Context: an optimization exercise on an open-source flow, tuned for small area and a short achievable clock period. The choices shown serve that exercise and are no tape-out recipe.
At most, simulation tests tie the RTL to the original design; equivalence was not proved.
The RTL of run 1 was laid out without a check of its function.
Power figures rest on the tool's default switching activity, not on a simulated workload.

===== flow/flow/run.sh =====
#!/bin/bash
# Layout: the standard ORFS flow (standard.sh, which also runs the
# standard synthesis), with changes made through ORFS's own variables:
# - DONT_USE_CELLS is the platform's own list plus the cells in
#   flow/dont_use.txt (delay cells, and the non-inverting AND/OR-type gates,
#   so that synthesis and the resizer build the logic from inverting gates);
# - buffer_ports inserts sky130_fd_sc_hd__buf_1 as every port's buffer (the
#   resizer may still upsize them);
# - clock tree synthesis inserts no dummy loads, with clkbuf_8 buffers and
#   sink clusters of at most 16 flip-flops within 60 um.
# Each tool's full output is in standard_flow.log here and in ORFS's logs
# under orfs/logs.
set -euo pipefail
dont_use=$(grep -v '^#' flow/dont_use.txt | tr '\n' ' ')
export BUFFER_PORTS_ARGS="-buffer_cell sky130_fd_sc_hd__buf_1"
export CTS_ARGS="-sink_clustering_enable -repair_clock_nets -buf_list sky130_fd_sc_hd__clkbuf_8 -dont_use_dummy_load -sink_clustering_size 16 -sink_clustering_max_diameter 60"
bash standard.sh "DONT_USE_CELLS=$dont_use" finish > standard_flow.log 2>&1

===== flow/flow/dont_use.txt =====
# sky130hd's own don't-use list (platforms/sky130hd/config.mk)
sky130_fd_sc_hd__probe_p_8
sky130_fd_sc_hd__probec_p_8
sky130_fd_sc_hd__lpflow_bleeder_1
sky130_fd_sc_hd__lpflow_clkbufkapwr_1
sky130_fd_sc_hd__lpflow_clkbufkapwr_16
sky130_fd_sc_hd__lpflow_clkbufkapwr_2
sky130_fd_sc_hd__lpflow_clkbufkapwr_4
sky130_fd_sc_hd__lpflow_clkbufkapwr_8
sky130_fd_sc_hd__lpflow_clkinvkapwr_1
sky130_fd_sc_hd__lpflow_clkinvkapwr_16
sky130_fd_sc_hd__lpflow_clkinvkapwr_2
sky130_fd_sc_hd__lpflow_clkinvkapwr_4
sky130_fd_sc_hd__lpflow_clkinvkapwr_8
sky130_fd_sc_hd__lpflow_decapkapwr_12
sky130_fd_sc_hd__lpflow_decapkapwr_3
sky130_fd_sc_hd__lpflow_decapkapwr_4
sky130_fd_sc_hd__lpflow_decapkapwr_6
sky130_fd_sc_hd__lpflow_decapkapwr_8
sky130_fd_sc_hd__lpflow_inputiso0n_1
sky130_fd_sc_hd__lpflow_inputiso0p_1
sky130_fd_sc_hd__lpflow_inputiso1n_1
sky130_fd_sc_hd__lpflow_inputiso1p_1
sky130_fd_sc_hd__lpflow_inputisolatch_1
sky130_fd_sc_hd__lpflow_isobufsrc_1
sky130_fd_sc_hd__lpflow_isobufsrc_16
sky130_fd_sc_hd__lpflow_isobufsrc_2
sky130_fd_sc_hd__lpflow_isobufsrc_4
sky130_fd_sc_hd__lpflow_isobufsrc_8
sky130_fd_sc_hd__lpflow_isobufsrckapwr_16
sky130_fd_sc_hd__lpflow_lsbuf_lh_hl_isowell_tap_1
sky130_fd_sc_hd__lpflow_lsbuf_lh_hl_isowell_tap_2
sky130_fd_sc_hd__lpflow_lsbuf_lh_hl_isowell_tap_4
sky130_fd_sc_hd__lpflow_lsbuf_lh_isowell_4
sky130_fd_sc_hd__lpflow_lsbuf_lh_isowell_tap_1
sky130_fd_sc_hd__lpflow_lsbuf_lh_isowell_tap_2
sky130_fd_sc_hd__lpflow_lsbuf_lh_isowell_tap_4
# delay cells
sky130_fd_sc_hd__clkdlybuf4s15_1
sky130_fd_sc_hd__clkdlybuf4s15_2
sky130_fd_sc_hd__clkdlybuf4s18_1
sky130_fd_sc_hd__clkdlybuf4s18_2
sky130_fd_sc_hd__clkdlybuf4s25_1
sky130_fd_sc_hd__clkdlybuf4s25_2
sky130_fd_sc_hd__clkdlybuf4s50_1
sky130_fd_sc_hd__clkdlybuf4s50_2
sky130_fd_sc_hd__dlygate4sd1_1
sky130_fd_sc_hd__dlygate4sd2_1
sky130_fd_sc_hd__dlygate4sd3_1
sky130_fd_sc_hd__dlymetal6s2s_1
sky130_fd_sc_hd__dlymetal6s4s_1
sky130_fd_sc_hd__dlymetal6s6s_1
# non-inverting AND/OR-type gates: two stages each, slow on the late paths
sky130_fd_sc_hd__a2111o_1
sky130_fd_sc_hd__a2111o_2
sky130_fd_sc_hd__a2111o_4
sky130_fd_sc_hd__a211o_1
sky130_fd_sc_hd__a211o_2
sky130_fd_sc_hd__a211o_4
sky130_fd_sc_hd__a21bo_1
sky130_fd_sc_hd__a21bo_2
sky130_fd_sc_hd__a21bo_4
sky130_fd_sc_hd__a21o_1
sky130_fd_sc_hd__a21o_2
sky130_fd_sc_hd__a21o_4
sky130_fd_sc_hd__a221o_1
sky130_fd_sc_hd__a221o_2
sky130_fd_sc_hd__a221o_4
sky130_fd_sc_hd__a22o_1
sky130_fd_sc_hd__a22o_2
sky130_fd_sc_hd__a22o_4
sky130_fd_sc_hd__a2bb2o_1
sky130_fd_sc_hd__a2bb2o_2
sky130_fd_sc_hd__a2bb2o_4
sky130_fd_sc_hd__a311o_1
sky130_fd_sc_hd__a311o_2
sky130_fd_sc_hd__a311o_4
sky130_fd_sc_hd__a31o_1
sky130_fd_sc_hd__a31o_2
sky130_fd_sc_hd__a31o_4
sky130_fd_sc_hd__a32o_1
sky130_fd_sc_hd__a32o_2
sky130_fd_sc_hd__a32o_4
sky130_fd_sc_hd__a41o_1
sky130_fd_sc_hd__a41o_2
sky130_fd_sc_hd__a41o_4
sky130_fd_sc_hd__and2_0
sky130_fd_sc_hd__and2_1
sky130_fd_sc_hd__and2_2
sky130_fd_sc_hd__and2_4
sky130_fd_sc_hd__and2b_1
sky130_fd_sc_hd__and2b_2
sky130_fd_sc_hd__and2b_4
sky130_fd_sc_hd__and3_1
sky130_fd_sc_hd__and3_2
sky130_fd_sc_hd__and3_4
sky130_fd_sc_hd__and3b_1
sky130_fd_sc_hd__and3b_2
sky130_fd_sc_hd__and3b_4
sky130_fd_sc_hd__and4_1
sky130_fd_sc_hd__and4_2
sky130_fd_sc_hd__and4_4
sky130_fd_sc_hd__and4b_1
sky130_fd_sc_hd__and4b_2
sky130_fd_sc_hd__and4b_4
sky130_fd_sc_hd__and4bb_1
sky130_fd_sc_hd__and4bb_2
sky130_fd_sc_hd__and4bb_4
sky130_fd_sc_hd__o2111a_1
sky130_fd_sc_hd__o2111a_2
sky130_fd_sc_hd__o2111a_4
sky130_fd_sc_hd__o211a_1
sky130_fd_sc_hd__o211a_2
sky130_fd_sc_hd__o211a_4
sky130_fd_sc_hd__o21a_1
sky130_fd_sc_hd__o21a_2
sky130_fd_sc_hd__o21a_4
sky130_fd_sc_hd__o21ba_1
sky130_fd_sc_hd__o21ba_2
sky130_fd_sc_hd__o21ba_4
sky130_fd_sc_hd__o221a_1
sky130_fd_sc_hd__o221a_2
sky130_fd_sc_hd__o221a_4
sky130_fd_sc_hd__o22a_1
sky130_fd_sc_hd__o22a_2
sky130_fd_sc_hd__o22a_4
sky130_fd_sc_hd__o2bb2a_1
sky130_fd_sc_hd__o2bb2a_2
sky130_fd_sc_hd__o2bb2a_4
sky130_fd_sc_hd__o311a_1
sky130_fd_sc_hd__o311a_2
sky130_fd_sc_hd__o311a_4
sky130_fd_sc_hd__o31a_1
sky130_fd_sc_hd__o31a_2
sky130_fd_sc_hd__o31a_4
sky130_fd_sc_hd__o32a_1
sky130_fd_sc_hd__o32a_2
sky130_fd_sc_hd__o32a_4
sky130_fd_sc_hd__o41a_1
sky130_fd_sc_hd__o41a_2
sky130_fd_sc_hd__o41a_4
sky130_fd_sc_hd__or2_0
sky130_fd_sc_hd__or2_1
sky130_fd_sc_hd__or2_2
sky130_fd_sc_hd__or2_4
sky130_fd_sc_hd__or2b_1
sky130_fd_sc_hd__or2b_2
sky130_fd_sc_hd__or2b_4
sky130_fd_sc_hd__or3_1
sky130_fd_sc_hd__or3_2
sky130_fd_sc_hd__or3_4
sky130_fd_sc_hd__or3b_1
sky130_fd_sc_hd__or3b_2
sky130_fd_sc_hd__or3b_4
sky130_fd_sc_hd__or4_1
sky130_fd_sc_hd__or4_2
sky130_fd_sc_hd__or4_4
sky130_fd_sc_hd__or4b_1
sky130_fd_sc_hd__or4b_2
sky130_fd_sc_hd__or4b_4
sky130_fd_sc_hd__or4bb_1
sky130_fd_sc_hd__or4bb_2
sky130_fd_sc_hd__or4bb_4

===== flow/standard.sh =====
#!/bin/bash
# synth_recipe.tcl (not shown) runs the flow's synth.tcl, then flattens the netlist and writes it again
# the make line also repeats each setting of config.mk as NAME=value (left out here)
make -C /OpenROAD-flow-scripts/flow DESIGN_CONFIG=/design/flow/config.mk WORK_HOME=/design/flow/orfs CLKGATE_MAP_FILE= SYNTH_SCRIPT=/design/flow/synth_recipe.tcl "${@:-finish}"

===== flow/config.mk =====
export PLATFORM = sky130hd
export DESIGN_NAME = crc_frame_receiver_core
export DESIGN_NICKNAME = crc_frame_receiver_core
export VERILOG_FILES = /design/flow/design.v
export SDC_FILE = /design/flow/constraint.sdc
export NUM_CORES = 4
export LEC_CHECK = 0
export CAP_MARGIN = 20
export CORE_MARGIN = 2
export CORE_UTILIZATION = 40
export SETUP_SLACK_MARGIN = 2.75
export SLEW_MARGIN = 20
export SYNTH_HIERARCHICAL = 1
export TNS_END_PERCENT = 30

===== flow/constraint.sdc =====
create_clock -name core_clock -period 5.0 [get_ports {clk}]
set_input_delay 1.0000 -clock core_clock [delete_from_list [all_inputs] [get_ports {clk}]]
set_output_delay 1.0000 -clock core_clock [all_outputs]
set_load 0.01 [all_outputs]

===== flow/design.v =====
`timescale 1ns / 1ps
`default_nettype none
package crcfr_pkg;
	localparam logic [31:0] CRC_POLY = 32'hEDB8_8320;
	localparam logic [31:0] CRC_INIT = 32'hFFFF_FFFF;
	localparam logic [31:0] CRC_RESIDUE  = 32'hDEBB_20E3;
	localparam logic [7:0]  RES_LOW_KEY  = 8'hED;
	localparam logic [23:0] RES_HIGH_KEY = 24'h00BE26;
	localparam logic [15:0] RES_PRE_KEY  = 16'hBE26;
	localparam logic [7:0] TYPE_INPUT = 8'h01;
	localparam logic [7:0] TYPE_EMPTY = 8'h02;
	localparam logic [2:0] STATUS_OK        = 3'd0;
	localparam logic [2:0] STATUS_SHORT     = 3'd1;
	localparam logic [2:0] STATUS_BAD_MAGIC = 3'd2;
	localparam logic [2:0] STATUS_BAD_CRC   = 3'd3;
	localparam logic [2:0] STATUS_EMPTY     = 3'd4;
	localparam logic [2:0] STATUS_TOO_LONG  = 3'd5;
	function automatic logic [31:0] crc32_byte(input logic [31:0] crc, input logic [7:0] b);
		logic [31:0] c;
		c = crc ^ {24'd0, b};
		for (int i = 0; i < 8; i++) begin
			c = c[0] ? ((c >> 1) ^ CRC_POLY) : (c >> 1);
		end
		crc32_byte = c;
	endfunction
endpackage
`default_nettype wire
`timescale 1ns / 1ps
`default_nettype none
module crcfr_xor2 (
	input  wire logic a,
	input  wire logic b,
	output logic      y
);
	assign y = a ^ b;
endmodule
`default_nettype wire
`timescale 1ns / 1ps
`default_nettype none
module crc_frame_receiver_core (
	input  wire logic               clk,
	input  wire logic               arst_n,
	input  wire logic               magic_wr_en,
	input  wire logic [15:0]        magic_wr_data,
	input  wire logic               in_valid,
	output logic                    in_ready,
	input  wire logic [7:0]         data_byte,
	input  wire logic               last_byte,
	output logic                    out_valid,
	input  wire logic               out_ready,
	output logic [2:0]              status,
	output logic [7:0]              msg_type,
	output logic [31:0]             seq_number,
	output logic [63:0]             timestamp_bits,
	output logic [63:0]             keys_low,
	output logic [15:0]             keys_high,
	output logic signed [15:0]      cursor_dx,
	output logic signed [15:0]      cursor_dy,
	output logic [7:0]              buttons,
	output logic signed [7:0]       scroll,
	output logic [10:0]             payload_length
);
	localparam logic [10:0] CNT_BYTE0 = 11'd2027;
	logic [15:0]  magic_q;
	logic         out_valid_q;
	logic         mid_q;
	logic [10:0]  cnt_q;
	logic         nx_long_q;
	logic         magic_ok_q;
	logic [31:0]  crc_q;
	logic         pre_in_q;
	logic [2:0]   pre_status_q;
	logic [7:0]   type_q;
	logic [31:0]  seq_q;
	logic [63:0]  time_q;
	logic [79:0]  keys_q;
	logic [15:0]  dx_q;
	logic [15:0]  dy_q;
	logic [7:0]   buttons_q;
	logic [7:0]   scroll_q;
	logic         in_xfer;
	logic         first;
	logic [32:0]  at;
	logic [10:0]  cnt_inc;
	logic         long_c;
	logic         long_n, lt21_n, lt37_n, eq21_n;
	logic         magic_ok_n;
	logic [7:0]   type_n;
	logic         is_input_n, is_empty_n;
	logic         crc_hi_ok_n;
	logic [31:0]  crc_nxt;
	logic [7:0]   crc_e;
	logic [31:0]  crc_t;
	logic [31:0]  crc_g;
	logic         pre_ok_n;
	logic [2:0]   pre_status_n;
	logic [2:0]   stat_c;
	logic         drop_hdr;
	logic [7:0]   fill;
	logic [32:0]  wr;
	assign first = !mid_q;
	assign at[0] = first;
	for (genvar k = 1; k <= 32; k++) begin : g_at
		assign at[k] = mid_q && (cnt_q == 11'((k + 2027) % 2048));
	end
	assign cnt_inc  = (first ? CNT_BYTE0 : cnt_q) + 11'd1;
	assign long_c   = mid_q && nx_long_q;
	assign crc_g = crc_q | {32{first}};
	for (genvar i = 0; i < 8; i++) begin : g_crc_e
		crcfr_xor2 u_e (.a(crc_g[i]), .b(data_byte[i]), .y(crc_e[i]));
	end
	logic [38:0] crc_s;
	crcfr_xor2 u_crc_s0 (.a(crc_e[0]), .b(crc_e[1]), .y(crc_s[0]));
	crcfr_xor2 u_crc_s1 (.a(crc_e[2]), .b(crc_e[3]), .y(crc_s[1]));
	crcfr_xor2 u_crc_s2 (.a(crc_e[4]), .b(crc_e[5]), .y(crc_s[2]));
	crcfr_xor2 u_crc_s3 (.a(crc_e[6]), .b(crc_e[7]), .y(crc_s[3]));
	crcfr_xor2 u_crc_s4 (.a(crc_e[0]), .b(crc_e[6]), .y(crc_s[4]));
	crcfr_xor2 u_crc_s5 (.a(crc_e[1]), .b(crc_e[7]), .y(crc_s[5]));
	crcfr_xor2 u_crc_s6 (.a(crc_e[2]), .b(crc_s[2]), .y(crc_s[6]));
	crcfr_xor2 u_crc_s7 (.a(crc_e[3]), .b(crc_e[4]), .y(crc_s[7]));
	crcfr_xor2 u_crc_s8 (.a(crc_e[5]), .b(crc_s[0]), .y(crc_s[8]));
	crcfr_xor2 u_crc_s9 (.a(crc_e[0]), .b(crc_e[4]), .y(crc_s[9]));
	crcfr_xor2 u_crc_s10 (.a(crc_e[1]), .b(crc_e[2]), .y(crc_s[10]));
	crcfr_xor2 u_crc_s11 (.a(crc_e[1]), .b(crc_s[3]), .y(crc_s[11]));
	crcfr_xor2 u_crc_s12 (.a(crc_e[3]), .b(crc_s[2]), .y(crc_s[12]));
	crcfr_xor2 u_crc_s13 (.a(crc_e[4]), .b(crc_s[0]), .y(crc_s[13]));
	crcfr_xor2 u_crc_s14 (.a(crc_e[5]), .b(crc_s[1]), .y(crc_s[14]));
	crcfr_xor2 u_crc_s15 (.a(crc_e[7]), .b(crc_s[6]), .y(crc_s[15]));
	crcfr_xor2 u_crc_s16 (.a(crc_s[3]), .b(crc_s[7]), .y(crc_s[16]));
	crcfr_xor2 u_crc_s17 (.a(crc_e[0]), .b(crc_e[3]), .y(crc_s[17]));
	crcfr_xor2 u_crc_s18 (.a(crc_e[0]), .b(crc_s[15]), .y(crc_s[18]));
	crcfr_xor2 u_crc_s19 (.a(crc_e[5]), .b(crc_s[4]), .y(crc_s[19]));
	crcfr_xor2 u_crc_s20 (.a(crc_e[5]), .b(crc_s[10]), .y(crc_s[20]));
	crcfr_xor2 u_crc_s21 (.a(crc_e[6]), .b(crc_s[0]), .y(crc_s[21]));
	crcfr_xor2 u_crc_s22 (.a(crc_e[6]), .b(crc_s[1]), .y(crc_s[22]));
	crcfr_xor2 u_crc_s23 (.a(crc_e[6]), .b(crc_s[10]), .y(crc_s[23]));
	crcfr_xor2 u_crc_s24 (.a(crc_e[6]), .b(crc_s[14]), .y(crc_s[24]));
	crcfr_xor2 u_crc_s25 (.a(crc_e[7]), .b(crc_s[1]), .y(crc_s[25]));
	crcfr_xor2 u_crc_s26 (.a(crc_s[0]), .b(crc_s[3]), .y(crc_s[26]));
	crcfr_xor2 u_crc_s27 (.a(crc_s[0]), .b(crc_s[12]), .y(crc_s[27]));
	crcfr_xor2 u_crc_s28 (.a(crc_s[1]), .b(crc_s[3]), .y(crc_s[28]));
	crcfr_xor2 u_crc_s29 (.a(crc_s[1]), .b(crc_s[4]), .y(crc_s[29]));
	crcfr_xor2 u_crc_s30 (.a(crc_s[1]), .b(crc_s[9]), .y(crc_s[30]));
	crcfr_xor2 u_crc_s31 (.a(crc_s[2]), .b(crc_s[4]), .y(crc_s[31]));
	crcfr_xor2 u_crc_s32 (.a(crc_s[3]), .b(crc_s[8]), .y(crc_s[32]));
	crcfr_xor2 u_crc_s33 (.a(crc_s[5]), .b(crc_s[7]), .y(crc_s[33]));
	crcfr_xor2 u_crc_s34 (.a(crc_s[5]), .b(crc_s[12]), .y(crc_s[34]));
	crcfr_xor2 u_crc_s35 (.a(crc_s[6]), .b(crc_s[21]), .y(crc_s[35]));
	crcfr_xor2 u_crc_s36 (.a(crc_s[8]), .b(crc_s[22]), .y(crc_s[36]));
	crcfr_xor2 u_crc_s37 (.a(crc_s[11]), .b(crc_s[14]), .y(crc_s[37]));
	crcfr_xor2 u_crc_s38 (.a(crc_s[13]), .b(crc_s[28]), .y(crc_s[38]));
	assign crc_t[0] = crc_e[2];
	assign crc_t[1] = crc_s[17];
	assign crc_t[2] = crc_s[13];
	assign crc_t[3] = crc_s[20];
	assign crc_t[4] = crc_s[29];
	assign crc_t[5] = crc_s[33];
	assign crc_t[6] = crc_s[2];
	assign crc_t[7] = crc_s[19];
	assign crc_t[8] = crc_s[11];
	assign crc_t[9] = crc_e[7];
	assign crc_t[10] = crc_e[2];
	assign crc_t[11] = crc_e[3];
	assign crc_t[12] = crc_s[9];
	assign crc_t[13] = crc_s[8];
	assign crc_t[14] = crc_s[23];
	assign crc_t[15] = crc_s[25];
	assign crc_t[16] = crc_s[30];
	assign crc_t[17] = crc_s[27];
	assign crc_t[18] = crc_s[35];
	assign crc_t[19] = crc_s[37];
	assign crc_t[20] = crc_s[16];
	assign crc_t[21] = crc_s[15];
	assign crc_t[22] = crc_s[24];
	assign crc_t[23] = crc_s[16];
	assign crc_t[24] = crc_s[18];
	assign crc_t[25] = crc_s[36];
	assign crc_t[26] = crc_s[38];
	assign crc_t[27] = crc_s[34];
	assign crc_t[28] = crc_s[31];
	assign crc_t[29] = crc_s[32];
	assign crc_t[30] = crc_s[26];
	assign crc_t[31] = crc_s[5];
	for (genvar j = 0; j < 24; j++) begin : g_crc_n
		crcfr_xor2 u_n (.a(crc_g[j + 8]), .b(crc_t[j]), .y(crc_nxt[j]));
	end
	assign crc_nxt[31:24] = crc_t[31:24];
	assign long_n      = long_c || (mid_q && cnt_q == 11'd2026);
	assign lt21_n      = first || (cnt_q >= 11'd2027 && cnt_q <= 11'd2045);
	assign lt37_n      = first || cnt_q >= 11'd2027 || cnt_q <= 11'd13;
	assign eq21_n      = mid_q && cnt_q == 11'd2046;
	assign magic_ok_n  = at[0] ? (data_byte == magic_q[7:0])
	                   : at[1] ? (magic_ok_q && data_byte == magic_q[15:8]) : magic_ok_q;
	assign type_n      = at[3] ? data_byte : type_q;
	assign is_input_n  = (type_n == crcfr_pkg::TYPE_INPUT);
	assign is_empty_n  = (type_n == crcfr_pkg::TYPE_EMPTY);
	assign crc_hi_ok_n = mid_q && crc_e == 8'h00
	                  && crc_q[31:16] == crcfr_pkg::RES_PRE_KEY;
	always_comb begin
		if (long_n) begin
			pre_status_n = crcfr_pkg::STATUS_TOO_LONG;
		end else if (lt21_n || (is_input_n && lt37_n)) begin
			pre_status_n = crcfr_pkg::STATUS_SHORT;
		end else if (!magic_ok_n) begin
			pre_status_n = crcfr_pkg::STATUS_BAD_MAGIC;
		end else if (!crc_hi_ok_n) begin
			pre_status_n = crcfr_pkg::STATUS_BAD_CRC;
		end else begin
			if (is_empty_n && eq21_n) begin
				pre_status_n = crcfr_pkg::STATUS_EMPTY;
			end else begin
				pre_status_n = crcfr_pkg::STATUS_OK;
			end
		end
	end
	assign pre_ok_n = (pre_status_n == crcfr_pkg::STATUS_OK);
	logic lo_match, xlast, keep_hdr, keep_in;
	logic pre_chk, pre_ok;
	assign in_ready = !out_valid_q || out_ready;
	assign in_xfer  = in_valid && in_ready;
	assign xlast    = in_xfer && last_byte;
	assign pre_chk  = (pre_status_q == crcfr_pkg::STATUS_OK)
	               || (pre_status_q == crcfr_pkg::STATUS_EMPTY);
	assign pre_ok   = (pre_status_q == crcfr_pkg::STATUS_OK);
	assign lo_match = (crc_e == crcfr_pkg::RES_LOW_KEY);
	assign keep_hdr = mid_q && pre_ok && lo_match;
	assign keep_in  = mid_q && pre_in_q && lo_match;
	assign drop_hdr = last_byte && !keep_hdr;
	assign stat_c   = first ? crcfr_pkg::STATUS_SHORT
	                : (pre_chk && !lo_match) ? crcfr_pkg::STATUS_BAD_CRC : pre_status_q;
	assign fill     = last_byte ? 8'd0 : data_byte;
	for (genvar k = 0; k <= 32; k++) begin : g_wr
		if (k >= 17) begin : g_in
			assign wr[k] = (in_xfer && at[k]) || (xlast && !keep_in);
		end else begin : g_hdr
			assign wr[k] = (in_xfer && at[k]) || (xlast && !keep_hdr);
		end
	end
	always_ff @(posedge clk or negedge arst_n) begin
		if (!arst_n) begin
			magic_q <= '0;
		end else if (magic_wr_en) begin
			magic_q <= magic_wr_data;
		end
	end
	always_ff @(posedge clk or negedge arst_n) begin
		if (!arst_n) begin
			out_valid_q <= 1'b0;
		end else if (in_xfer && last_byte) begin
			out_valid_q <= 1'b1;
		end else if (out_ready) begin
			out_valid_q <= 1'b0;
		end
	end
	always_ff @(posedge clk or negedge arst_n) begin
		if (!arst_n) begin
			mid_q <= 1'b0;
		end else if (in_xfer) begin
			mid_q <= !last_byte;
		end
	end
	always_ff @(posedge clk) begin
		if (in_xfer) begin
			cnt_q       <= drop_hdr ? 11'd0 : cnt_inc;
			nx_long_q    <= long_n;
			crc_q        <= crc_nxt;
			magic_ok_q   <= magic_ok_n;
			pre_in_q     <= pre_ok_n && is_input_n;
			pre_status_q <= last_byte ? stat_c : pre_status_n;
		end
	end
	always_ff @(posedge clk) begin
		if (wr[3]) type_q <= fill;
		for (int i = 0; i < 4; i++) begin
			if (wr[5 + i]) seq_q[8*i +: 8] <= fill;
		end
		for (int i = 0; i < 8; i++) begin
			if (wr[9 + i]) time_q[8*i +: 8] <= fill;
		end
		for (int i = 0; i < 10; i++) begin
			if (wr[17 + i]) keys_q[8*i +: 8] <= fill;
		end
		for (int i = 0; i < 2; i++) begin
			if (wr[27 + i]) dx_q[8*i +: 8] <= fill;
			if (wr[29 + i]) dy_q[8*i +: 8] <= fill;
		end
		if (wr[31]) buttons_q <= fill;
		if (wr[32]) scroll_q  <= fill;
	end
	assign out_valid      = out_valid_q;
	assign status         = pre_status_q;
	assign msg_type       = type_q;
	assign seq_number     = seq_q;
	assign timestamp_bits = time_q;
	assign payload_length = cnt_q;
	assign keys_low       = keys_q[63:0];
	assign keys_high      = keys_q[79:64];
	assign cursor_dx      = dx_q;
	assign cursor_dy      = dy_q;
	assign buttons        = buttons_q;
	assign scroll         = scroll_q;
endmodule
`default_nettype wire

==> reports/results.ini, run 1 <==
[outcome]
outcome=no timing/DRC/antenna violations

[pwr]
power.density_mw_per_mm2=423
leakage_nw=4.83
worst_ir_drop_vdd_uv=361

[clock_tree]
cts_tree=done
cts.reportedPaths.clkPinSlew_ns=0.09
root_buffer=clkbuf_8
cts_sinks=299
htree_levels=1
clock_path_buffers=3
cts_buffers=25
worstSkewPairLatency_ns=0.60

[timing]
setup_viol=0
rsz0062_at_grt=true
worst_pin_slew_ns=0.991
fin_crit_sh=0.495
slew_viol_final=0
clock.fmax_mhz=404
hold_viol=0
setup_slack_ns=2.53
slew_headroom=0.338
setup_tns_ns=0
fin_skew_ns=0.0945
fin_crit_ns=2.47

[placement]
placed_cell_area_sq_mm=0.0131
pre_cts_ws_ns=1.04
io_buffers=277
gp_congestion=0.787
hpwl_mm=19.2

[grt]
grt_pass1_vias=6518
grt_pass1_wl_mm=41.1
antenna_found_initial=0
grt_start_max_net_pins=41
grt.total_usage=0.190
grt_overflow=0

[floorplanning]
die_height_microns=172
core_sq_mm=0.0277
fp-row-count=61
initial_utilization=0.405
ios=278
die-area_sq_mm=0.0294
die_width_microns=172

[flow_run]
timing.max_cap.violations=0

[logic_synthesis]
async_reset_ff_frac=0.0602
syn_nets=662
avgSynthCellArea_sq_um=17.8
yosys_warnings=7
ys_seq_area_frac=0.791
synth_cells=631
ys.flop_type=edfxtp_1
ys_types=50
synth_edf_count=281
syn_area_sq_mm=0.0112
ys_seq_elements=299

[worst_setup_path]
path_cells=buf_6, buf_6, nand2b_4, xor2_4, nor4_4, buf_6, buf_8, nand3_4, nand2_8, buf_8, o21ai_4
end_kind=flop
cp.required_ns=5.21
slowest_delay_ns=0.54
crit_fanout=8
worst_setup_path_start_kind=flop
path_buf_inv=5
cp_top_family=buffers and inverters
cpMostUsedCell=buf_6
arrival_ns=2.69
criticalPathCategory=flop to flop
cp_slowest_cell=dfrtp_4

[route]
ant_nets=0
dr_total_vias=6724
vias_per_cell=4.90
routedWlPerCell_microns=21.5
wirelength_mm=29.4
drt_iter0_drc=511
dr.pass1.iters=5
drcViolationCount=0

[cells_and_area]
layout_common_cells=buf_1, edfxtp_1, xor2_1
syn_to_final_growth_pct=28.3
fin_nets=1027
fin_util=0.520
postLayoutCellArea_sq_mm=0.0144
final_common_cell=buf_1
drive_above_1_share=0.196
antennaDiodeCount=0

[min_path]
min_path_type=input pin to asynchronous set/reset pin

## final timing paths
kind	slack, ns	cells after the start	startpoint	end
min in group core_clock	0.54	1	magic_q[8]	magic_q[8]
min	0.35	1	arst_n	magic_q[0]
max	2.53	11	mid_q	keys_q[55]
max reg2reg	2.53	11	mid_q	keys_q[55]
max in group asynchronous	4.28	1	arst_n	mid_q
min reg2reg	0.54	1	magic_q[8]	magic_q[8]
## synth_stat cells, drive strengths merged, types with 3 or more instances
cell / number / area, sq um
xnor2: 18 / 158
a21oi: 9 / 45.0
buf: 9 / 48.8
nor2: 18 / 67.6
o21ai: 20 / 100
xor2: 77 / 674
o31ai: 9 / 77.6
nand3: 9 / 45.0
nor3: 8 / 50.1
nand2: 24 / 95.1
mux2: 17 / 195
dfrtp: 18 / 450
inv: 13 / 48.8
nand4: 10 / 68.8
nor4b: 3 / 26.3
clkbuf: 8 / 40.0
a31oi: 4 / 31.3
nor4: 9 / 77.6
edfxtp: 281 / 8440
nand2b: 37 / 239
nor2b: 10 / 62.6
## logic make-up (layout without fill, tap and decap cells)
kind of cell	count (synthesis)	count (layout)	share of synthesized area
DFF	299	299	0.791
xor gates and xnor gates	95	95	0.0741
muxes	17	17	0.0174
AOI/OAI and AO/OA	52	52	0.0304
buffers and inverters	30	392	0.0123
and+or+nand+nor	137	138	0.0733
adders and majority gates	1	1	0.00111
## sequential cells by signal, summed over array words and instances, names as in the netlist, 11 cells and up
signal   count
dx_q        16
crc_q       32
cnt_q       11
magic_q     16
dy_q        16
time_q      64
seq_q       32
keys_q      80
## layer usage
layer | vias up | part of all wire | global-route usage
li1 | 3052 | - | -
met3 | 40 | 0.059 | 0.0338
met1 | 3371 | 0.39 | 0.232
met5 | - | 0 | 0
met4 | 0 | 0.020 | 0.0446
met2 | 261 | 0.53 | 0.349
## area by class of cell
cell class / count / area [sq um]
multi-input combinational: 303 / 3050
clock buffer: 25 / 344
tap: 378 / 473
timing repair buffer: 354 / 1600
fill: 2290 / 13300
sequential: 299 / 8890
inverter: 13 / 52.6
## what timing repair did
item,4_1_cts,5_1_grt
hold buffers,0,0
gates cloned,1,0
buffers inserted,40,29
endpoints found under the setup margin,319,312
resized for setup,54,72
pin swaps,4,16
## per-module statistics from Yosys (local to each module, per instance)
module	cells inside	area [sq um]
crcfr_xor2	1	8.76
crc_frame_receiver_core	560	10600
## per-stage QoR
stage | power, mW | std cells | hold slack, ns
floorplan | 4.30 | 631 | 0.501
global placement | 4.68 | 1277 | 0.515
detailed placement | 4.68 | 1277 | 0.520
CTS | 5.94 | 1343 | 0.541
global route | 6.39 | 1372 | 0.349
finish | 6.10 | 1372 | 0.347
## worst register-to-register path, stage by stage (launching register included)
cell and delay (ns):
dfrtp_4 0.54, buf_6 0.14, buf_6 0.11, nand2b_4 0.08
xor2_4 0.31, nor4_4 0.09, buf_6 0.14, buf_8 0.12
nand3_4 0.13, nand2_8 0.13, buf_8 0.18, o21ai_4 0.12
## where the power goes
| part | total [mW] | switching (mW) | internal (mW) |
|---|---|---|---|
| logic | 1.67 | 0.973 | 0.692 |
| clock network | 1.16 | 0.710 | 0.445 |
| registers | 3.28 | 0.124 | 3.15 |
==> run 2: changes to the inputs <==
--- a/flow/design.v
+++ b/flow/design.v
@@ -90,6 +90,7 @@
 	logic         crc_hi_ok_n;
 	logic [31:0]  crc_nxt;
 	logic [7:0]   crc_e;
+	logic [7:0]   crc_x;
 	logic [31:0]  crc_t;
 	logic [31:0]  crc_g;
 	logic         pre_ok_n;
@@ -109,78 +110,75 @@
 	for (genvar i = 0; i < 8; i++) begin : g_crc_e
 		crcfr_xor2 u_e (.a(crc_g[i]), .b(data_byte[i]), .y(crc_e[i]));
 	end
-	logic [38:0] crc_s;
-	crcfr_xor2 u_crc_s0 (.a(crc_e[0]), .b(crc_e[1]), .y(crc_s[0]));
-	crcfr_xor2 u_crc_s1 (.a(crc_e[2]), .b(crc_e[3]), .y(crc_s[1]));
-	crcfr_xor2 u_crc_s2 (.a(crc_e[4]), .b(crc_e[5]), .y(crc_s[2]));
-	crcfr_xor2 u_crc_s3 (.a(crc_e[6]), .b(crc_e[7]), .y(crc_s[3]));
-	crcfr_xor2 u_crc_s4 (.a(crc_e[0]), .b(crc_e[6]), .y(crc_s[4]));
-	crcfr_xor2 u_crc_s5 (.a(crc_e[1]), .b(crc_e[7]), .y(crc_s[5]));
-	crcfr_xor2 u_crc_s6 (.a(crc_e[2]), .b(crc_s[2]), .y(crc_s[6]));
-	crcfr_xor2 u_crc_s7 (.a(crc_e[3]), .b(crc_e[4]), .y(crc_s[7]));
-	crcfr_xor2 u_crc_s8 (.a(crc_e[5]), .b(crc_s[0]), .y(crc_s[8]));
-	crcfr_xor2 u_crc_s9 (.a(crc_e[0]), .b(crc_e[4]), .y(crc_s[9]));
-	crcfr_xor2 u_crc_s10 (.a(crc_e[1]), .b(crc_e[2]), .y(crc_s[10]));
-	crcfr_xor2 u_crc_s11 (.a(crc_e[1]), .b(crc_s[3]), .y(crc_s[11]));
-	crcfr_xor2 u_crc_s12 (.a(crc_e[3]), .b(crc_s[2]), .y(crc_s[12]));
-	crcfr_xor2 u_crc_s13 (.a(crc_e[4]), .b(crc_s[0]), .y(crc_s[13]));
-	crcfr_xor2 u_crc_s14 (.a(crc_e[5]), .b(crc_s[1]), .y(crc_s[14]));
-	crcfr_xor2 u_crc_s15 (.a(crc_e[7]), .b(crc_s[6]), .y(crc_s[15]));
-	crcfr_xor2 u_crc_s16 (.a(crc_s[3]), .b(crc_s[7]), .y(crc_s[16]));
-	crcfr_xor2 u_crc_s17 (.a(crc_e[0]), .b(crc_e[3]), .y(crc_s[17]));
-	crcfr_xor2 u_crc_s18 (.a(crc_e[0]), .b(crc_s[15]), .y(crc_s[18]));
-	crcfr_xor2 u_crc_s19 (.a(crc_e[5]), .b(crc_s[4]), .y(crc_s[19]));
-	crcfr_xor2 u_crc_s20 (.a(crc_e[5]), .b(crc_s[10]), .y(crc_s[20]));
-	crcfr_xor2 u_crc_s21 (.a(crc_e[6]), .b(crc_s[0]), .y(crc_s[21]));
-	crcfr_xor2 u_crc_s22 (.a(crc_e[6]), .b(crc_s[1]), .y(crc_s[22]));
-	crcfr_xor2 u_crc_s23 (.a(crc_e[6]), .b(crc_s[10]), .y(crc_s[23]));
-	crcfr_xor2 u_crc_s24 (.a(crc_e[6]), .b(crc_s[14]), .y(crc_s[24]));
-	crcfr_xor2 u_crc_s25 (.a(crc_e[7]), .b(crc_s[1]), .y(crc_s[25]));
-	crcfr_xor2 u_crc_s26 (.a(crc_s[0]), .b(crc_s[3]), .y(crc_s[26]));
-	crcfr_xor2 u_crc_s27 (.a(crc_s[0]), .b(crc_s[12]), .y(crc_s[27]));
-	crcfr_xor2 u_crc_s28 (.a(crc_s[1]), .b(crc_s[3]), .y(crc_s[28]));
-	crcfr_xor2 u_crc_s29 (.a(crc_s[1]), .b(crc_s[4]), .y(crc_s[29]));
-	crcfr_xor2 u_crc_s30 (.a(crc_s[1]), .b(crc_s[9]), .y(crc_s[30]));
-	crcfr_xor2 u_crc_s31 (.a(crc_s[2]), .b(crc_s[4]), .y(crc_s[31]));
-	crcfr_xor2 u_crc_s32 (.a(crc_s[3]), .b(crc_s[8]), .y(crc_s[32]));
-	crcfr_xor2 u_crc_s33 (.a(crc_s[5]), .b(crc_s[7]), .y(crc_s[33]));
-	crcfr_xor2 u_crc_s34 (.a(crc_s[5]), .b(crc_s[12]), .y(crc_s[34]));
-	crcfr_xor2 u_crc_s35 (.a(crc_s[6]), .b(crc_s[21]), .y(crc_s[35]));
-	crcfr_xor2 u_crc_s36 (.a(crc_s[8]), .b(crc_s[22]), .y(crc_s[36]));
-	crcfr_xor2 u_crc_s37 (.a(crc_s[11]), .b(crc_s[14]), .y(crc_s[37]));
-	crcfr_xor2 u_crc_s38 (.a(crc_s[13]), .b(crc_s[28]), .y(crc_s[38]));
+	logic [35:0] crc_s;
+	crcfr_xor2 u_crc_s0 (.a(crc_e[0]), .b(crc_e[5]), .y(crc_s[0]));
+	crcfr_xor2 u_crc_s1 (.a(crc_e[1]), .b(crc_e[7]), .y(crc_s[1]));
+	crcfr_xor2 u_crc_s2 (.a(crc_e[3]), .b(crc_e[6]), .y(crc_s[2]));
+	crcfr_xor2 u_crc_s3 (.a(crc_e[2]), .b(crc_s[2]), .y(crc_s[3]));
+	crcfr_xor2 u_crc_s4 (.a(crc_e[6]), .b(crc_s[0]), .y(crc_s[4]));
+	crcfr_xor2 u_crc_s5 (.a(crc_e[0]), .b(crc_e[4]), .y(crc_s[5]));
+	crcfr_xor2 u_crc_s6 (.a(crc_e[4]), .b(crc_e[7]), .y(crc_s[6]));
+	crcfr_xor2 u_crc_s7 (.a(crc_e[1]), .b(crc_e[2]), .y(crc_s[7]));
+	crcfr_xor2 u_crc_s8 (.a(crc_e[3]), .b(crc_e[4]), .y(crc_s[8]));
+	crcfr_xor2 u_crc_s9 (.a(crc_e[1]), .b(crc_s[0]), .y(crc_s[9]));
+	crcfr_xor2 u_crc_s10 (.a(crc_s[1]), .b(crc_s[3]), .y(crc_s[10]));
+	crcfr_xor2 u_crc_s11 (.a(crc_e[6]), .b(crc_s[1]), .y(crc_s[11]));
+	crcfr_xor2 u_crc_s12 (.a(crc_s[2]), .b(crc_s[6]), .y(crc_s[12]));
+	crcfr_xor2 u_crc_s13 (.a(crc_e[4]), .b(crc_s[4]), .y(crc_s[13]));
+	crcfr_xor2 u_crc_s14 (.a(crc_s[1]), .b(crc_s[8]), .y(crc_s[14]));
+	crcfr_xor2 u_crc_s15 (.a(crc_e[2]), .b(crc_s[6]), .y(crc_s[15]));
+	crcfr_xor2 u_crc_s16 (.a(crc_e[2]), .b(crc_e[3]), .y(crc_s[16]));
+	crcfr_xor2 u_crc_s17 (.a(crc_e[1]), .b(crc_s[5]), .y(crc_s[17]));
+	crcfr_xor2 u_crc_s18 (.a(crc_s[8]), .b(crc_s[9]), .y(crc_s[18]));
+	crcfr_xor2 u_crc_s19 (.a(crc_s[5]), .b(crc_s[16]), .y(crc_s[19]));
+	crcfr_xor2 u_crc_s20 (.a(crc_s[3]), .b(crc_s[9]), .y(crc_s[20]));
+	crcfr_xor2 u_crc_s21 (.a(crc_e[5]), .b(crc_s[14]), .y(crc_s[21]));
+	crcfr_xor2 u_crc_s22 (.a(crc_e[5]), .b(crc_s[10]), .y(crc_s[22]));
+	crcfr_xor2 u_crc_s23 (.a(crc_s[7]), .b(crc_s[13]), .y(crc_s[23]));
+	crcfr_xor2 u_crc_s24 (.a(crc_e[5]), .b(crc_s[7]), .y(crc_s[24]));
+	crcfr_xor2 u_crc_s25 (.a(crc_e[5]), .b(crc_s[15]), .y(crc_s[25]));
+	crcfr_xor2 u_crc_s26 (.a(crc_e[6]), .b(crc_s[7]), .y(crc_s[26]));
+	crcfr_xor2 u_crc_s27 (.a(crc_e[4]), .b(crc_e[5]), .y(crc_s[27]));
+	crcfr_xor2 u_crc_s28 (.a(crc_s[0]), .b(crc_s[15]), .y(crc_s[28]));
+	crcfr_xor2 u_crc_s29 (.a(crc_e[7]), .b(crc_s[16]), .y(crc_s[29]));
+	crcfr_xor2 u_crc_s30 (.a(crc_e[5]), .b(crc_s[3]), .y(crc_s[30]));
+	crcfr_xor2 u_crc_s31 (.a(crc_s[1]), .b(crc_s[4]), .y(crc_s[31]));
+	crcfr_xor2 u_crc_s32 (.a(crc_e[0]), .b(crc_s[11]), .y(crc_s[32]));
+	crcfr_xor2 u_crc_s33 (.a(crc_e[0]), .b(crc_s[3]), .y(crc_s[33]));
+	crcfr_xor2 u_crc_s34 (.a(crc_e[0]), .b(crc_e[3]), .y(crc_s[34]));
+	crcfr_xor2 u_crc_s35 (.a(crc_s[5]), .b(crc_s[10]), .y(crc_s[35]));
 	assign crc_t[0] = crc_e[2];
-	assign crc_t[1] = crc_s[17];
-	assign crc_t[2] = crc_s[13];
-	assign crc_t[3] = crc_s[20];
-	assign crc_t[4] = crc_s[29];
-	assign crc_t[5] = crc_s[33];
-	assign crc_t[6] = crc_s[2];
-	assign crc_t[7] = crc_s[19];
+	assign crc_t[1] = crc_s[34];
+	assign crc_t[2] = crc_s[17];
+	assign crc_t[3] = crc_s[24];
+	assign crc_t[4] = crc_s[33];
+	assign crc_t[5] = crc_s[14];
+	assign crc_t[6] = crc_s[27];
+	assign crc_t[7] = crc_s[4];
 	assign crc_t[8] = crc_s[11];
 	assign crc_t[9] = crc_e[7];
 	assign crc_t[10] = crc_e[2];
 	assign crc_t[11] = crc_e[3];
-	assign crc_t[12] = crc_s[9];
-	assign crc_t[13] = crc_s[8];
-	assign crc_t[14] = crc_s[23];
-	assign crc_t[15] = crc_s[25];
-	assign crc_t[16] = crc_s[30];
-	assign crc_t[17] = crc_s[27];
-	assign crc_t[18] = crc_s[35];
-	assign crc_t[19] = crc_s[37];
-	assign crc_t[20] = crc_s[16];
-	assign crc_t[21] = crc_s[15];
-	assign crc_t[22] = crc_s[24];
-	assign crc_t[23] = crc_s[16];
-	assign crc_t[24] = crc_s[18];
-	assign crc_t[25] = crc_s[36];
-	assign crc_t[26] = crc_s[38];
-	assign crc_t[27] = crc_s[34];
-	assign crc_t[28] = crc_s[31];
-	assign crc_t[29] = crc_s[32];
-	assign crc_t[30] = crc_s[26];
-	assign crc_t[31] = crc_s[5];
+	assign crc_t[12] = crc_s[5];
+	assign crc_t[13] = crc_s[9];
+	assign crc_t[14] = crc_s[26];
+	assign crc_t[15] = crc_s[29];
+	assign crc_t[16] = crc_s[19];
+	assign crc_t[17] = crc_s[18];
+	assign crc_t[18] = crc_s[23];
+	assign crc_t[19] = crc_s[22];
+	assign crc_t[20] = crc_s[12];
+	assign crc_t[21] = crc_s[25];
+	assign crc_t[22] = crc_s[30];
+	assign crc_t[23] = crc_s[12];
+	assign crc_t[24] = crc_s[28];
+	assign crc_t[25] = crc_s[20];
+	assign crc_t[26] = crc_s[35];
+	assign crc_t[27] = crc_s[21];
+	assign crc_t[28] = crc_s[13];
+	assign crc_t[29] = crc_s[31];
+	assign crc_t[30] = crc_s[32];
+	assign crc_t[31] = crc_s[1];
 	for (genvar j = 0; j < 24; j++) begin : g_crc_n
 		crcfr_xor2 u_n (.a(crc_g[j + 8]), .b(crc_t[j]), .y(crc_nxt[j]));
 	end
@@ -194,7 +192,7 @@
 	assign type_n      = at[3] ? data_byte : type_q;
 	assign is_input_n  = (type_n == crcfr_pkg::TYPE_INPUT);
 	assign is_empty_n  = (type_n == crcfr_pkg::TYPE_EMPTY);
-	assign crc_hi_ok_n = mid_q && crc_e == 8'h00
+	assign crc_hi_ok_n = mid_q && crc_x == 8'h00
 	                  && crc_q[31:16] == crcfr_pkg::RES_PRE_KEY;
 	always_comb begin
 		if (long_n) begin
@@ -222,7 +220,8 @@
 	assign pre_chk  = (pre_status_q == crcfr_pkg::STATUS_OK)
 	               || (pre_status_q == crcfr_pkg::STATUS_EMPTY);
 	assign pre_ok   = (pre_status_q == crcfr_pkg::STATUS_OK);
-	assign lo_match = (crc_e == crcfr_pkg::RES_LOW_KEY);
+	assign crc_x    = crc_q[7:0] ^ data_byte;
+	assign lo_match = (crc_x == crcfr_pkg::RES_LOW_KEY);
 	assign keep_hdr = mid_q && pre_ok && lo_match;
 	assign keep_in  = mid_q && pre_in_q && lo_match;
 	assign drop_hdr = last_byte && !keep_hdr;
==> reports/results.ini, run 2 <==
[worst_setup_path]
path_buf_inv=1  ; was 5
startpoint=cnt_q[2]  ; was mid_q
worst_setup_path_start_kind=flop  ; unchanged
crit_fanout=10  ; was 8
reg2reg_slack_ns=2.70  ; was 2.53 ns
reg2reg_depth=8  ; was 11
path_cells=buf_1  ; was buf_6, buf_6, nand2b_4, xor2_4, nor4_4, buf_6, buf_8, nand3_4, nand2_8, buf_8, o21ai_4
arrival_ns=1.42  ; was 2.69 ns
cp_top_family=flip-flops  ; was buffers and inverters
worst_r2r_endpoint=crc_q[18]  ; was keys_q[55]
rr_startpoint=mid_q  ; unchanged
slowest_delay_ns=0.57  ; was 0.54 ns
critical_path_depth=1  ; was 11
end_kind=output pin  ; was flop
criticalPathCategory=flop to output pin  ; was flop to flop
cp.required_ns=4.00  ; was 5.21 ns
cp_slowest_cell=edfxtp_1  ; was dfrtp_4
crit_path_end=payload_length[2]  ; was keys_q[55]

[clock_tree]
cts_tree=done  ; unchanged
htree_levels=1  ; unchanged
cts.reportedPaths.clkPinSlew_ns=0.09  ; about the same
worstSkewPairLatency_ns=0.58  ; was 0.60 ns
cts_sinks=299  ; unchanged
root_buffer=clkbuf_8  ; unchanged
cts_buffers=26  ; was 25
cts_hold_buf=0  ; unchanged
clock_path_buffers=3  ; unchanged

[timing]
fin_crit_ns=2.42  ; was 2.47 ns
fin_crit_sh=0.484  ; was 0.495
fin_skew_ns=0.0855  ; was 0.0945 ns
setup_tns_ns=0  ; unchanged
hold_viol=0  ; unchanged
slew_headroom=0.352  ; was 0.338
setup_viol=0  ; unchanged
slew_viol_final=0  ; unchanged
rsz0062_at_grt=true  ; unchanged
worst_pin_slew_ns=0.969  ; was 0.991 ns
clock.fmax_mhz=413  ; was 404 MHz

[route]
ant_nets=0  ; unchanged
drt_iter0_drc=518  ; was 511
vias_per_cell=4.79  ; was 4.90
dr_total_vias=6680  ; was 6724
routedWlPerCell_microns=20.8  ; was 21.5 microns
drcViolationCount=0  ; unchanged
dr.pass1.iters=5  ; unchanged
wirelength_mm=29.0  ; was 29.4 mm

[logic_synthesis]
yosys.area_share.xor_xnor=0.0796  ; was 0.0741
synth_common_cells=edfxtp_1, xor2_1, nand2b_1  ; unchanged
ys_seq_area_frac=0.792  ; was 0.791
syn_nets=666  ; was 662
ys_types=45  ; was 50
yosysTopAreaCell=edfxtp_1  ; unchanged
yosys_warnings=7  ; unchanged
yosys.area_share.simple=0.0705  ; was 0.0733
ys_seq_elements=299  ; unchanged
ys.flop_type=edfxtp_1  ; unchanged
netlist.area_leader.share=0.752  ; was 0.751
async_reset_ff_frac=0.0602  ; unchanged
synth_mux_area_frac=0.0170  ; was 0.0174
synth_top_family_by_area=XOR/XNOR gates  ; unchanged
avgSynthCellArea_sq_um=17.7  ; was 17.8 sq um
synth_compound_area_frac=0.0288  ; was 0.0304
syn_area_sq_mm=0.0112  ; about the same
synth_adder_area_share=0.00112  ; was 0.00111
synth_cells=635  ; was 631
synth_area_leaders=edfxtp_1, xor2_1, dfrtp_1  ; unchanged
synth_edf_count=281  ; unchanged
yosysMostFrequentCell=edfxtp_1  ; unchanged

[floorplanning]
die-area_sq_mm=0.0294  ; about the same
ios=278  ; unchanged
die_width_microns=171  ; was 172 microns
initial_utilization=0.405  ; about the same
fp-row-count=61  ; unchanged
core_sq_mm=0.0277  ; unchanged
die_height_microns=171  ; was 172 microns

[outcome]
outcome=no timing/DRC/antenna violations  ; unchanged

[placement]
gp_congestion=0.789  ; was 0.787
io_buffers=277  ; unchanged
hpwl_mm=19.0  ; was 19.2 mm
placed_cell_area_sq_mm=0.0130  ; was 0.0131 sq mm
dp.cells=1285  ; was 1277

[pwr]
p_int_mw=4.34  ; was 4.29 mW
power.density_mw_per_mm2=423  ; about the same
pwr-share-clk=0.192  ; was 0.189
p_seq_frac=0.535  ; was 0.538
worst_ir_drop_vdd_uv=294  ; was 361 uV
p_sw_frac=0.294  ; was 0.296
leakage_nw=4.82  ; was 4.83 nW
p_switching_mw=1.81  ; about the same
p_comb_frac=0.273  ; about the same

[cells_and_area]
drive_above_1_share=0.204  ; was 0.196
antennaDiodeCount=0  ; unchanged
layout_common_cells=buf_1, edfxtp_1, xor2_1  ; unchanged
top_regs=keys_q x80, time_q x64  ; unchanged
largest_register_ffs=80  ; unchanged
postLayoutCellArea_sq_mm=0.0145  ; was 0.0144 sq mm
fin_nets=1051  ; was 1027
syn_to_final_growth_pct=29.3  ; was 28.3%
final_cells=1396  ; was 1372
regMostFlops=keys_q  ; unchanged
final_common_cell=buf_1  ; unchanged

[grt]
grt.total_usage=0.186  ; was 0.190
grt_start_max_net_pins=41  ; unchanged
antenna_found_initial=0  ; unchanged
grt_overflow=0  ; unchanged
grt_pass1_vias=6492  ; was 6518
grt_pass1_wl_mm=40.4  ; was 41.1 mm

[flow_run]
timing.max_cap.violations=0  ; unchanged

[min_path]
min_path_type=input pin to asynchronous set/reset pin  ; unchanged

==> run 2: routing by layer <==
layer | wire length [microns] | global-route usage | vias to the layer above
met4 | 926 | 0.0656 | 0
li1 | - | - | 3090
met5 | 0 | 0 | -
met2 | 14600 | 0.320 | 262
met1 | 11800 | 0.239 | 3281
met3 | 1750 | 0.0320 | 47
==> run 2: kinds of logic after synthesis <==
group / after synthesis
compound gates: 51
flops: 299
simple gates: 140
fa+ha+maj: 1
xor+xnor: 102
mux: 17
buf+inv: 25
==> run 2: final cells by class <==
| type | count | area, sq um |
|---|---|---|
| repair inverters | 1 | 5.00 |
| flip-flops and latches | 299 | 8890 |
| well taps | 378 | 473 |
| repair buffers | 372 | 1720 |
| multi-input cells | 311 | 3020 |
| fillers | 2350 | 13200 |
| inverters | 9 | 37.5 |
| clock buffers | 26 | 358 |
==> run 2: worst min-delay path by stage <==
stage                             end   startpoint  slack (ns)  cells after the start
after detailed placement   magic_q[7]   magic_q[7]        0.52                      1
final                     magic_q[15]       arst_n        0.37                      1
after global routing      magic_q[15]       arst_n        0.38                      1
after floorplan            magic_q[1]   magic_q[1]        0.50                      1
after global placement    magic_q[14]  magic_q[14]        0.51                      1
after CTS                  magic_q[7]   magic_q[7]        0.54                      1
==> run 2: repair_timing <==
item / 4_1_cts / 5_1_grt
pin swaps: 12 / 17
buffers inserted: 25 / 58
gates resized for setup: 62 / 65
cloned: 1 / 1
setup endpoints to repair: 307 / 303
==> run 2: per-stage QoR <==
step	hold slack (ns)	worst slack (ns)	power (mW)	util
finish	0.371	2.58	6.14	0.524
global route	0.384	2.54	6.45	0.524
CTS	0.536	2.43	5.94	0.498
detailed placement	0.517	1.08	4.71	0.469
global placement	0.514	1.13	4.70	0.469
floorplan	0.501	1.97	4.34	-
==> run 2: modules after synthesis, one instance, submodules excluded <==
module	times used	area [sq um]	flops+latches
crc_frame_receiver_core	1	10600	299
crcfr_xor2	68	8.76	0
==> run 2: power by group through the flow <==
stage                     Clock, mW  Combinational [mW]  Sequential (mW)
after floorplan                   0                1.01             3.33
after global placement            0                1.35             3.35
after detailed placement          0                1.36             3.34
after CTS                      1.22                1.42             3.29
after global routing           1.30                1.83             3.31
final                          1.18                1.68             3.29
==> run 3: changes to the inputs <==
--- a/flow/config.mk
+++ b/flow/config.mk
@@ -8,7 +8,7 @@
 export CAP_MARGIN = 20
 export CORE_MARGIN = 2
 export CORE_UTILIZATION = 40
-export SETUP_SLACK_MARGIN = 2.75
+export SETUP_SLACK_MARGIN = 2.7
 export SLEW_MARGIN = 20
 export SYNTH_HIERARCHICAL = 1
 export TNS_END_PERCENT = 30
==> reports/results.ini, run 3 <==
[clock_tree]
cts_tree=done  ; unchanged
cts_hold_buf=0  ; unchanged
worstSkewPairLatency_ns=0.57  ; was 0.58 ns
clock_path_buffers=3  ; unchanged
cts_buffers=25  ; was 26
cts.reportedPaths.clkPinSlew_ns=0.09  ; about the same
cts_sinks=299  ; unchanged
htree_levels=1  ; unchanged
root_buffer=clkbuf_8  ; unchanged

[grt]
grt_overflow=0  ; unchanged
met1_usage=0.245  ; was 0.239
met2_usage=0.321  ; was 0.320
grt.total_usage=0.188  ; was 0.186
grt-busiest-layer=met2  ; unchanged
grt_start_max_net_pins=30  ; was 41
grt_pass1_wl_mm=40.6  ; was 40.4 mm
antenna_found_initial=0  ; unchanged
grt_pass1_vias=6431  ; was 6492
grtUsageMet3=0.0384  ; was 0.0320

[route]
routedWlPerCell_microns=21.5  ; was 20.8 microns
drt_iter0_drc=542  ; was 518
dr_total_vias=6750  ; was 6680
dr.pass1.iters=5  ; unchanged
drcViolationCount=0  ; unchanged
wirelength_mm=29.5  ; was 29.0 mm
vias_per_cell=4.91  ; was 4.79
ant_nets=0  ; unchanged

[logic_synthesis]
synth_common_cells=edfxtp_1, xor2_1, nand2b_1  ; unchanged
ys_types=45  ; unchanged
synth_adder_area_share=0.00112  ; unchanged
ys.flop_type=edfxtp_1  ; unchanged
synth_mux_area_frac=0.0170  ; unchanged
yosysMostFrequentCell=edfxtp_1  ; unchanged
synth_top_family_by_area=XOR/XNOR gates  ; unchanged
avgSynthCellArea_sq_um=17.7  ; unchanged
yosys.area_share.xor_xnor=0.0796  ; unchanged
yosys.area_share.simple=0.0705  ; unchanged
async_reset_ff_frac=0.0602  ; unchanged
synth_area_leaders=edfxtp_1, xor2_1, dfrtp_1  ; unchanged
netlist.area_leader.share=0.752  ; unchanged
synth_compound_area_frac=0.0288  ; unchanged
yosysTopAreaCell=edfxtp_1  ; unchanged
yosys_warnings=7  ; unchanged
ys_seq_area_frac=0.792  ; unchanged
ys_seq_elements=299  ; unchanged
syn_nets=666  ; unchanged
syn_area_sq_mm=0.0112  ; unchanged
synth_cells=635  ; unchanged
synth_edf_count=281  ; unchanged

[timing]
slew_viol_final=0  ; unchanged
fin_crit_ns=2.38  ; was 2.42 ns
setup_tns_ns=0  ; unchanged
setup_slack_ns=2.62  ; was 2.58 ns
worst_pin_slew_ns=0.994  ; was 0.969 ns
fin_crit_sh=0.477  ; was 0.484
clock.fmax_mhz=420  ; was 413 MHz
setup_viol=0  ; unchanged
hold_viol=0  ; unchanged
rsz0062_at_grt=true  ; unchanged
slew_headroom=0.334  ; was 0.352
hold_slack_ns=0.355  ; was 0.371 ns
fin_skew_ns=0.0685  ; was 0.0855 ns

[cells_and_area]
largest_register_ffs=80  ; unchanged
top_regs=keys_q x80, time_q x64  ; unchanged
regMostFlops=keys_q  ; unchanged
antennaDiodeCount=0  ; unchanged
layout_common_cells=buf_1, edfxtp_1, xor2_1  ; unchanged
syn_to_final_growth_pct=26.6  ; was 29.3%
drive_above_1_share=0.195  ; was 0.204
final_common_cell=buf_1  ; unchanged
fin_nets=1029  ; was 1051

[floorplanning]
core_sq_mm=0.0277  ; unchanged
initial_utilization=0.405  ; unchanged
die-area_sq_mm=0.0294  ; unchanged
fp-row-count=61  ; unchanged
die_height_microns=171  ; unchanged
die_width_microns=171  ; unchanged
ios=278  ; unchanged

[pwr]
p_total_mw=6.04  ; was 6.14 mW
power.density_mw_per_mm2=425  ; was 423 mW/mm^2
worst_ir_drop_vdd_uv=231  ; was 294 uV
leakage_nw=4.66  ; was 4.82 nW

[worst_setup_path]
arrival_ns=1.38  ; was 1.42 ns
worst_r2r_endpoint=crc_q[5]  ; was crc_q[18]
slowest_delay_ns=0.16  ; was 0.57 ns
criticalPathCategory=input pin to output pin  ; was flop to output pin
reg2reg_slack_ns=2.67  ; was 2.70 ns
path_cells=buf_1, nand2b_4, buf_1  ; was buf_1
cp_slowest_cell=nand2b_4  ; was edfxtp_1
crit_fanout=3  ; was 10
rr_startpoint=mid_q  ; unchanged
worst_setup_path_start_kind=input pin  ; was flop
cpMostUsedCell=buf_1
cp_top_family=buffers and inverters  ; was flip-flops
end_kind=output pin  ; unchanged
reg2reg_depth=7  ; was 8
path_buf_inv=2  ; was 1
cp.required_ns=4.00  ; about the same

[placement]
io_buffers=277  ; unchanged
pre_cts_ws_ns=1.13  ; was 1.08 ns
hpwl_mm=19.6  ; was 19.0 mm
gp_congestion=0.910  ; was 0.789

[min_path]
min_path_type=input pin to asynchronous set/reset pin  ; unchanged

[outcome]
outcome=no timing/DRC/antenna violations  ; unchanged

[flow_run]
timing.max_cap.violations=0  ; unchanged

-- run 3: metal layers --
metal  wire length (microns)  share of wire
met5                       0              0
met4                     621          0.021
met3                    2040          0.069
met2                   14700           0.50
met1                   12100           0.41
-- run 3: stage by stage --
step           std cells   util  instance area [sq um]
2_1_floorplan        635      -                  11300
3_3_place_gp        1288  0.462                  12800
5_1_grt             1374  0.513                  14200
4_1_cts             1330  0.492                  13600
3_5_place_dp        1288  0.462                  12800
6_report            1374  0.513                  14200
-- run 3: how the worst max path moves through the flow --
stage,start,end,slack (ns),cells after the start
3_5_place_dp,data_byte[2],seq_q[10],1.13,7
4_1_cts,mid_q,crc_q[18],2.48,7
5_1_grt,cnt_q[7],time_q[48],2.57,4
3_3_place_gp,data_byte[2],seq_q[13],1.17,7
6_report,out_ready,in_ready,2.62,3
2_1_floorplan,mid_q,crc_q[19],1.96,10
-- run 3: Yosys stat by module (local to each module, per instance) --
| module | times used | cell area (sq um) | flops+latches | cells |
|---|---|---|---|---|
| crc_frame_receiver_core | 1 | 10600 | 299 | 567 |
| crcfr_xor2 | 68 | 8.76 | 0 | 1 |
-- run 3: cell families (layout without fill, tap and decap cells) --
logic type	Yosys count	count (layout)
xor+xnor	102	102
mux	17	17
buf+inv	25	385
fa+ha+maj	1	1
compound gates	51	51
flops	299	299
simple gates	140	141
-- run 3: cell type report --
type                       instances  area (sq um)
fill                            2341         13500
inverter                           9          37.5
clock buffer                      25           344
timing repair inverter             1          5.00
timing repair buffer             350          1520
tap                              378           473
sequential                       299          8890
multi-input combinational        312          2930
-- run 3: what timing repair did --
action	CTS	global route
endpoints found under the setup margin	303	285
cloned	1	1
pin swaps	6	14
resized for setup	75	51
setup buffers	16	43
-- run 3: worst reg2reg max path, cell delays in order, from the launching register on --
cell	delay, ns
dfrtp_4	0.59
nand2b_1	0.16
xor2_2	0.15
buf_6	0.14
buf_1	0.32
xor2_1	0.29
xor2_1	0.28
xor2_1	0.12
-- run 3: report_power, final --
part	internal [mW]	total (mW)	leakage (nW)	switching (mW)
clock	0.446	1.15	0.180	0.705
combinational	0.648	1.60	1.58	0.954
sequential	3.16	3.29	2.91	0.133
==> run 4: changes to the inputs <==
--- a/flow/config.mk
+++ b/flow/config.mk
@@ -8,7 +8,7 @@
 export CAP_MARGIN = 20
 export CORE_MARGIN = 2
 export CORE_UTILIZATION = 40
-export SETUP_SLACK_MARGIN = 2.7
+export SETUP_SLACK_MARGIN = 2.65
 export SLEW_MARGIN = 20
 export SYNTH_HIERARCHICAL = 1
-export TNS_END_PERCENT = 30
+export TNS_END_PERCENT = 10
==> reports/results.ini, run 4 <==
[outcome]
outcome=no timing/DRC/antenna violations  ; unchanged

[logic_synthesis]
async_reset_ff_frac=0.0602  ; unchanged
avgSynthCellArea_sq_um=17.7  ; unchanged
synth_cells=635  ; unchanged
ys_seq_area_frac=0.792  ; unchanged
synth_common_cells=edfxtp_1, xor2_1, nand2b_1  ; unchanged
ys_types=45  ; unchanged
netlist.area_leader.share=0.752  ; unchanged
yosysMostFrequentCell=edfxtp_1  ; unchanged
ys.flop_type=edfxtp_1  ; unchanged
yosys_warnings=7  ; unchanged
ys_seq_elements=299  ; unchanged
syn_nets=666  ; unchanged
syn_area_sq_mm=0.0112  ; unchanged
synth_edf_count=281  ; unchanged
yosysTopAreaCell=edfxtp_1  ; unchanged
synth_area_leaders=edfxtp_1, xor2_1, dfrtp_1  ; unchanged

[worst_setup_path]
cp_top_family=XOR/XNOR gates  ; was buffers and inverters
cp_slowest_cell=dfrtp_4  ; was nand2b_4
cpMostUsedCell=xor2_1  ; was buf_1
criticalPathCategory=flop to flop  ; was input pin to output pin
worst_setup_path_start_kind=flop  ; was input pin
arrival_ns=2.75  ; was 1.38 ns
path_buf_inv=0  ; was 2
end_kind=flop  ; was output pin
path_cells=nand2b_1, xor2_1, xor2_2, xor2_1, xor2_1, xor2_1  ; was buf_1, nand2b_4, buf_1
crit_fanout=19  ; was 3
slowest_delay_ns=0.59  ; was 0.16 ns
cp.required_ns=5.26  ; was 4.00 ns

[timing]
setup_slack_ns=2.51  ; was 2.62 ns
setup_viol=0  ; unchanged
fin_crit_sh=0.498  ; was 0.477
rsz0062_at_grt=true  ; unchanged
worst_pin_slew_ns=0.905  ; was 0.994 ns
clock.fmax_mhz=401  ; was 420 MHz
setup_tns_ns=0  ; unchanged
hold_viol=0  ; unchanged
fin_crit_ns=2.49  ; was 2.38 ns
slew_headroom=0.397  ; was 0.334
fin_skew_ns=0.0899  ; was 0.0685 ns
slew_viol_final=0  ; unchanged

[placement]
io_buffers=277  ; unchanged
hpwl_mm=19.3  ; was 19.6 mm
gp_congestion=0.809  ; was 0.910
pre_cts_ws_ns=1.08  ; was 1.13 ns
dp.cells=1285  ; was 1288

[route]
wirelength_mm=29.7  ; was 29.5 mm
vias_per_cell=4.86  ; was 4.91
routedWlPerCell_microns=22.1  ; was 21.5 microns
ant_nets=0  ; unchanged
drcViolationCount=0  ; unchanged
dr_total_vias=6528  ; was 6750
drt_iter0_drc=577  ; was 542
dr.pass1.iters=5  ; unchanged

[grt]
grt-busiest-layer=met2  ; unchanged
grt.total_usage=0.192  ; was 0.188
met2_usage=0.334  ; was 0.321
antenna_found_initial=0  ; unchanged
grt_overflow=0  ; unchanged
grt_start_max_net_pins=34  ; was 30
grt_pass1_wl_mm=41.3  ; was 40.6 mm
met1_usage=0.253  ; was 0.245
grt_pass1_vias=6338  ; was 6431
grtUsageMet3=0.0301  ; was 0.0384

[cells_and_area]
layout_common_cells=edfxtp_1, buf_1, xor2_1  ; was buf_1, edfxtp_1, xor2_1
regMostFlops=keys_q  ; unchanged
syn_to_final_growth_pct=23.4  ; was 26.6%
multiInputGateArea_sq_mm=0.00271  ; was 0.00293 sq mm
fin_nets=997  ; was 1029
final_common_cell=edfxtp_1  ; was buf_1
nFillCells=2333  ; was 2341
top_regs=keys_q x80, time_q x64  ; unchanged
regArea_sq_mm=0.00889  ; unchanged
final_cells=1342  ; was 1374
drive_above_1_share=0.170  ; was 0.195
largest_register_ffs=80  ; unchanged
antennaDiodeCount=0  ; unchanged

[floorplanning]
core_sq_mm=0.0277  ; unchanged
die-area_sq_mm=0.0294  ; unchanged
ios=278  ; unchanged
initial_utilization=0.405  ; unchanged
fp-row-count=61  ; unchanged
die_height_microns=171  ; unchanged
die_width_microns=171  ; unchanged

[clock_tree]
cts.reportedPaths.clkPinSlew_ns=0.10  ; was 0.09 ns
clock_path_buffers=3  ; unchanged
worstSkewPairLatency_ns=0.60  ; was 0.57 ns
cts_tree=done  ; unchanged
htree_levels=1  ; unchanged
root_buffer=clkbuf_8  ; unchanged
cts_buffers=27  ; was 25
cts_sinks=299  ; unchanged

[flow_run]
timing.max_cap.violations=0  ; unchanged

[pwr]
worst_ir_drop_vdd_uv=292  ; was 231 uV
p_total_mw=5.92  ; was 6.04 mW
leakage_nw=4.53  ; was 4.66 nW
power.density_mw_per_mm2=428  ; was 425 mW/mm^2

[min_path]
min_path_type=input pin to asynchronous set/reset pin  ; unchanged

==> run 4: power by group <==
group | total (mW) | switching (mW) | internal, mW
clock | 1.21 | 0.728 | 0.479
sequential | 3.29 | 0.130 | 3.16
combinational | 1.43 | 0.872 | 0.559
==> run 4: cell families after synthesis <==
family / Yosys count / synth area share
fa+ha+maj: 1 / 0.00112
buf+inv: 25 / 0.0106
simple gates: 140 / 0.0705
flops: 299 / 0.792
compound gates: 51 / 0.0288
mux: 17 / 0.0170
xor+xnor: 102 / 0.0796
==> run 4: layout make-up <==
cell class,count,share of cell area
Sequential cell,299,0.643
Clock buffer,27,0.0269
Multi-Input combinational cell,312,0.196
Inverter,9,0.00271
Tap cell,378,0.0342
Timing Repair Buffer,317,0.0981
==> run 4: worst reg2reg max path, delay by kind of cell, from the launching register on <==
| kind | cells | cell delay, ns |
|---|---|---|
| XOR/XNOR | 5 | 1.50 |
| flip-flops | 1 | 0.59 |
| AND/OR/NAND/NOR | 1 | 0.15 |
==> run 4: timing repair <==
action / in CTS / in global routing
resized for setup: 69 / 30
cloned: 0 / 1
endpoints found under the hold margin: 0 / 0
pin swaps: 7 / 5
hold buffers: 0 / 0
setup buffers: 17 / 12
setup endpoints to repair: 281 / 263
==> run 4: final timing paths <==
| check | from | endpoint | slack, ns | cells after the start |
|---|---|---|---|---|
| setup / recovery | mid_q | crc_q[19] | 2.51 | 6 |
| hold / removal | arst_n | magic_q[9] | 0.39 | 1 |
| setup reg to reg | mid_q | crc_q[19] | 2.51 | 6 |
| hold reg to reg | magic_q[6] | magic_q[6] | 0.53 | 1 |
| max in group asynchronous | arst_n | mid_q | 4.23 | 1 |
| min in group core_clock | magic_q[6] | magic_q[6] | 0.53 | 1 |
==> run 4: per-layer routing <==
metal	share of wire	up-vias
met4	0.022	0
li1	-	2976
met2	0.50	277
met3	0.064	38
met5	0	-
met1	0.41	3237
==> run 4: per-module statistics from Yosys (local to each module, per instance) <==
module                   cells inside  cell area (sq um)  times used  flops+latches
crc_frame_receiver_core           567              10600           1            299
crcfr_xor2                          1               8.76          68              0
==> run 4: stage by stage <==
stage	cell area [sq um]	hold slack (ns)	utilization
global placement	12800	0.517	0.461
detailed placement	12800	0.518	0.461
finish	13800	0.386	0.499
floorplan	11300	0.501	-
global route	13800	0.388	0.499
CTS	13600	0.370	0.490

[re-timing with driven ports]
No port has a modelled driver above. Below, the same layouts with a new extraction and two added sets of constraints. Step 1: set_driving_cell puts a clkbuf_16 on clk and a buf_2 on each other input, an assumption about the parent block. Step 2 times the ports against the registers' clock, not the clock port: input delays grow and output delays shrink by t, the midpoint of the rising clock arrivals with the driver on. a / b / c = no drivers / after step 1 / after step 2; a / b = the first two.
| run | t, ns | slack for setup (ns) |
|---|---|---|
| run 1 | 0.597 | 2.525 / 2.525 / 2.026 |
| run 2 | 0.582 | 2.579 / 2.534 / 2.156 |
| run 3 | 0.577 | 2.616 / 2.595 / 2.086 |
| run 4 | 0.589 | 2.508 / 2.505 / 1.936 |
After both steps setup and hold are still met in every run listed.
